Source: an optimization exercise on an open RTL-to-GDS flow (aim: small area). Production flows keep margins and buffers that such runs may drop. In this exercise RTL edits were held to simulation tests only and were not proved equivalent to the original. No activity file was given, so power comes from the tool's default toggle rates. No driver is modelled on the clock port, so clocking that relies on it looks cheaper here than on a real chip.

Design pdm_cic_main, start of the top module:
module pdm_cic_main (
   input  logic                      clk,
   input  logic                      reset,
   output logic                      clk_out_pdm,
   input  logic [7:0]                din,
   output logic                      hop,
   output logic [255:0]              val_flat
);
Size: roughly 4400 cells after synthesis, about 0.044 mm^2 of cells after synthesis.
==> flow/config.mk <==
export PLATFORM = sky130hd
export DESIGN_NAME = pdm_cic_main
export DESIGN_NICKNAME = pdm_cic_main
export VERILOG_FILES = /design/flow/design.v
export SDC_FILE = /design/flow/constraint.sdc
export NUM_CORES = 4
export LEC_CHECK = 0
export ABC_AREA = 1
export CAP_MARGIN = 0
export CORE_MARGIN = 2
export CORE_UTILIZATION = 40
export SLEW_MARGIN = 0
==> flow/constraint.sdc <==
create_clock -name core_clock -period 10.0 [get_ports {clk}]
set_input_delay 2.0000 -clock core_clock [delete_from_list [all_inputs] [get_ports {clk}]]
set_output_delay 2.0000 -clock core_clock [all_outputs]
set_load 0.01 [all_outputs]
standard.sh (not shown) runs the stock make flow with config.mk's settings and CLKGATE_MAP_FILE= SYNTH_SCRIPT=/design/flow/synth_recipe.tcl, a recipe that flattens the netlist after the stock synthesis.
==> flow/flow/run.sh <==
#!/bin/bash
# The standard layout (standard.sh, unchanged synthesis) with two changes:
#  - each port gets the smallest buffer cell (buf_1) instead of the default pick
#  - clock tree synthesis without dummy loads
set -uo pipefail
export BUFFER_PORTS_ARGS="-buffer_cell sky130_fd_sc_hd__buf_1"
export CTS_ARGS="-sink_clustering_enable -repair_clock_nets -dont_use_dummy_load -buf_list sky130_fd_sc_hd__clkbuf_16 -sink_clustering_size 28 -sink_clustering_max_diameter 120"
bash standard.sh > standard.log 2>&1
The first run finished with timing, DRC and antenna clean.
Rerun with:
- CORE_UTILIZATION: 40 -> 55
- synthesized cell count is unchanged
- worst setup slack got worse by 57 ps
- routed wire length came out higher by 2.0%
- count of clock-buffer cells in the layout came out lower by 4
- sequential power increases by about 1%
- total power rose by 1.4%
- cell area drops by 0.76%
- utilization rose by 16 points
- hold slack is better by 31 ps
Rerun with:
==> flow/flow/run.sh (replaced) <==
#!/bin/bash
# The standard layout (standard.sh, unchanged synthesis) with two changes:
#  - each port gets the smallest buffer cell (buf_1) instead of the default pick
#  - clock tree synthesis without dummy loads
set -uo pipefail
export BUFFER_PORTS_ARGS="-buffer_cell sky130_fd_sc_hd__buf_1"
export CTS_ARGS="-sink_clustering_enable -repair_clock_nets -dont_use_dummy_load -buf_list sky130_fd_sc_hd__clkbuf_16 -sink_clustering_size 24 -sink_clustering_max_diameter 100"
bash standard.sh > standard.log 2>&1
- CORE_UTILIZATION: 55 -> 40
- area after synthesis is unchanged
- clock skew grows by 21 ps
- combinational power decreases by a few percent
- total power hardly moves
- setup slack improved by 77 ps
- sequential power falls slightly
- via count falls slightly
- die area is higher by well over a third
- critical path depth fell by 1
- register-to-register slack improved by 90 ps
- cell area climbs slightly
Rerun with:
==> flow/flow/run.sh (replaced) <==
#!/bin/bash
# The standard layout (standard.sh, unchanged synthesis) with two changes:
#  - each port gets the smallest buffer cell (buf_1) instead of the default pick
#  - clock tree synthesis without dummy loads
set -uo pipefail
export BUFFER_PORTS_ARGS="-buffer_cell sky130_fd_sc_hd__buf_1"
export CTS_ARGS="-sink_clustering_enable -repair_clock_nets -dont_use_dummy_load -buf_list sky130_fd_sc_hd__clkbuf_16 -sink_clustering_size 28 -sink_clustering_max_diameter 120"
export REMOVE_ABC_BUFFERS=1
bash standard.sh > standard.log 2>&1
- GPL_TIMING_DRIVEN: not set -> 0
=>
- routed wire length increases by a few percent
- total power decreases slightly
- combinational power increases by a few percent
- non-clock buffer count decreases by 54
- die area is unchanged
- synthesized cell count does not change
- utilization increases by 0.60 points
- register-to-register slack got worse by 180 ps
- via count decreases slightly
- count of clock-buffer cells in the layout decreases by 10
- sequential power stays flat

pdm_cic_main, a different RTL version from the one above (not shown whole).
Size: about 4400 cells after synthesis, roughly 1200 flip-flops, roughly 0.044 mm2 of cells after synthesis.
Settings: LEC_CHECK=0, ABC_AREA=1, CAP_MARGIN=20, CORE_MARGIN=2, CORE_UTILIZATION=40, SLEW_MARGIN=20; clock period 10.0 ns.
==> flow/flow/run.sh <==
#!/bin/bash
# The standard layout (standard.sh, unchanged synthesis) with two changes:
#  - each port gets the smallest buffer cell (buf_1) instead of the default pick
#  - clock tree synthesis without dummy loads
set -uo pipefail
export BUFFER_PORTS_ARGS="-buffer_cell sky130_fd_sc_hd__buf_1"
export CTS_ARGS="-sink_clustering_enable -repair_clock_nets -dont_use_dummy_load -buf_list sky130_fd_sc_hd__clkbuf_16 -sink_clustering_size 30 -sink_clustering_max_diameter 60"
bash standard.sh > standard.log 2>&1
The starting point finished with timing, DRC and antenna clean.
==> next run, changes <==
==> flow/run.sh (new file) <==
#!/bin/bash
# synth_recipe.tcl (not shown) runs the flow's synth.tcl, then flattens the netlist and writes it again
# the make line also repeats each setting of config.mk as NAME=value (left out here)
make -C /OpenROAD-flow-scripts/flow DESIGN_CONFIG=/design/flow/config.mk WORK_HOME=/design/flow/orfs CLKGATE_MAP_FILE= SYNTH_SCRIPT=/design/flow/synth_recipe.tcl finish
- CTS_BUF_LIST: unset -> sky130_fd_sc_hd__clkbuf_8
removed: flow/flow/run.sh
removed: flow/standard.sh
Sequential power barely changes; global-route usage is higher by 0.58 points; cell count came out higher by about 4.7%; power is higher by 14%; utilization rose by 3.6 points; wire length rises by about 1.4%; non-clock buffer count climbs by 13.
==> next run, changes <==
==> flow/flow/run.sh (new file) <==
#!/bin/bash
# The standard layout (standard.sh, unchanged synthesis) with two changes:
#  - each port gets the smallest buffer cell (buf_1) instead of the default pick
#  - clock tree synthesis without dummy loads
set -uo pipefail
export BUFFER_PORTS_ARGS="-buffer_cell sky130_fd_sc_hd__buf_1"
export CTS_ARGS="-sink_clustering_enable -repair_clock_nets -dont_use_dummy_load -buf_list sky130_fd_sc_hd__clkbuf_16 -sink_clustering_size 24 -sink_clustering_max_diameter 100"
bash standard.sh > standard.log 2>&1
==> flow/standard.sh (new file) <==
#!/bin/bash
# synth_recipe.tcl (not shown) runs the flow's synth.tcl, then flattens the netlist and writes it again
# the make line also repeats each setting of config.mk as NAME=value (left out here)
make -C /OpenROAD-flow-scripts/flow DESIGN_CONFIG=/design/flow/config.mk WORK_HOME=/design/flow/orfs CLKGATE_MAP_FILE= SYNTH_SCRIPT=/design/flow/synth_recipe.tcl "${@:-finish}"
- CTS_BUF_LIST: sky130_fd_sc_hd__clkbuf_8 -> unset
removed: flow/run.sh
What happened:
- combinational power is lower by 16%
- sequential power stays flat
- power is lower by 15%
- wire length is lower by 1.7%
- cell area is lower by 8.6%
- worst hold slack is worse by 0.022 ns
- die area is unchanged
==> next run, changes <==
==> flow/run.sh (new file) <==
#!/bin/bash
# synth_recipe.tcl (not shown) runs the flow's synth.tcl, then flattens the netlist and writes it again
# the make line also repeats each setting of config.mk as NAME=value (left out here)
make -C /OpenROAD-flow-scripts/flow DESIGN_CONFIG=/design/flow/config.mk WORK_HOME=/design/flow/orfs CLKGATE_MAP_FILE= SYNTH_SCRIPT=/design/flow/synth_recipe.tcl finish
- CORE_UTILIZATION: 40 -> 70
- CTS_BUF_LIST: unset -> sky130_fd_sc_hd__clkbuf_8
removed: flow/flow/run.sh
removed: flow/standard.sh
Now the flow aborted during 5_1_grt with GRT-0116.
Synthesized area is unchanged.
Synthesized cell count is unchanged.

old:
pdm_cic_main again, from the RTL that the note above started with.
Settings: LEC_CHECK=0, ABC_AREA=1, CAP_MARGIN=20, CORE_MARGIN=2, CORE_UTILIZATION=40, CTS_BUF_LIST=sky130_fd_sc_hd__clkbuf_4 sky130_fd_sc_hd__clkbuf_8, GPL_TIMING_DRIVEN=0, SLEW_MARGIN=20; clock period 10.0 ns.
run.sh (not shown) runs the stock make flow with config.mk's settings and CLKGATE_MAP_FILE= SYNTH_SCRIPT=/design/flow/synth_recipe.tcl, a recipe that flattens the netlist after the stock synthesis.
Stock flow here: none of the scripts above is used.
old: PASS, flow complete, no timing, DRC or antenna violations
Input-level comparison between new and old:
Settings: CTS_BUF_LIST no longer set, was sky130_fd_sc_hd__clkbuf_4 sky130_fd_sc_hd__clkbuf_8; GPL_TIMING_DRIVEN no longer set, was 0.
==> flow/flow/run.sh (new file) <==
#!/bin/bash
# The standard layout (standard.sh, unchanged synthesis) with two changes:
#  - each port gets the smallest buffer cell (buf_1) instead of the default pick
#  - clock tree synthesis without dummy loads
set -uo pipefail
export BUFFER_PORTS_ARGS="-buffer_cell sky130_fd_sc_hd__buf_1"
export CTS_ARGS="-sink_clustering_enable -repair_clock_nets -dont_use_dummy_load"
bash standard.sh > standard.log 2>&1
==> flow/standard.sh (new file) <==
#!/bin/bash
# synth_recipe.tcl (not shown) runs the flow's synth.tcl, then flattens the netlist and writes it again
# the make line also repeats each setting of config.mk as NAME=value (left out here)
make -C /OpenROAD-flow-scripts/flow DESIGN_CONFIG=/design/flow/config.mk WORK_HOME=/design/flow/orfs CLKGATE_MAP_FILE= SYNTH_SCRIPT=/design/flow/synth_recipe.tcl "${@:-finish}"
removed: flow/run.sh
Notes after the runs:
new | stages: all done | timing, DRC, antenna: all pass
Comparing old and new, the higher total routing resource utilization after global routing was measured on old.
The final reports for new and old show maximum number of pins on one net before global-route repair higher in the former.
Compare old and new | relative contribution of sequential cells to total power lower: old
Re normalized max-slew margin: new is 6.5 points up on old.
The design area reported for new is smaller than that of old by 5000 um^2.
Re final cycle utilization of the critical path: new is 0.61 points down on old.
new: total number of H-tree levels 1 below old
Of old and new, old shows the higher growth of design area from synthesis to finish, with new below it.
Of the two values seen for launch point of the critical path, cnt[2] was produced by old and din[3] by new.

port drivers added, routing unchanged:
The flow's constraints put no driver on any port. The routed layouts listed below were extracted and timed again, unchanged, in two steps.
Step 1, drivers: a clkbuf_16 drives clk and a buf_2 each remaining input, both assumed.
Step 2 also shifts input and output timing later by t, the mid clock arrival at the registers, as if the neighbouring blocks saw the same clock.
a / b / c = ideal / step 1 / step 2; a / b = the first two.
run	t (ns)	setup slack, ns	clock arrival spread, ns	worst register clock-pin slew, ns	worst slew at a driven data input, ns
the first run of note 1	0.717	0.270 / 0.319 / -0.398	0.116 / 0.116	0.11 / 0.11	0.05
the second run of note 1	0.700	0.213 / 0.263 / -0.437	0.089 / 0.088	0.12 / 0.12	0.03
the third run of note 1	0.730	0.290 / 0.342 / -0.388	0.108 / 0.108	0.10 / 0.10	0.05
the fourth run of note 1	0.706	0.159 / 0.206 / -0.493	0.119 / 0.119	0.11 / 0.11	0.07
the first run of note 2	0.710	0.229 / 0.281 / -0.429	0.107 / 0.107	0.10 / 0.10	0.03
the second run of note 2	0.899	0.136 / 0.184 / -0.716	0.050 / 0.049	0.07 / 0.07	0.04
the third run of note 2	0.724	0.188 / 0.241 / -0.482	0.085 / 0.085	0.10 / 0.10	0.04
old	0.917	0.164 / 0.164 / -0.701	0.040 / 0.039	0.07 / 0.07	0.04
new	0.746	0.225 / 0.275 / -0.471	0.115 / 0.115	0.06 / 0.06	0.03
Met with ideal ports but missed after step 2: setup timing in every run listed. The setup slack of old, which loses most, moves by 0.000 ns with the drivers and by -0.865 ns with both steps.
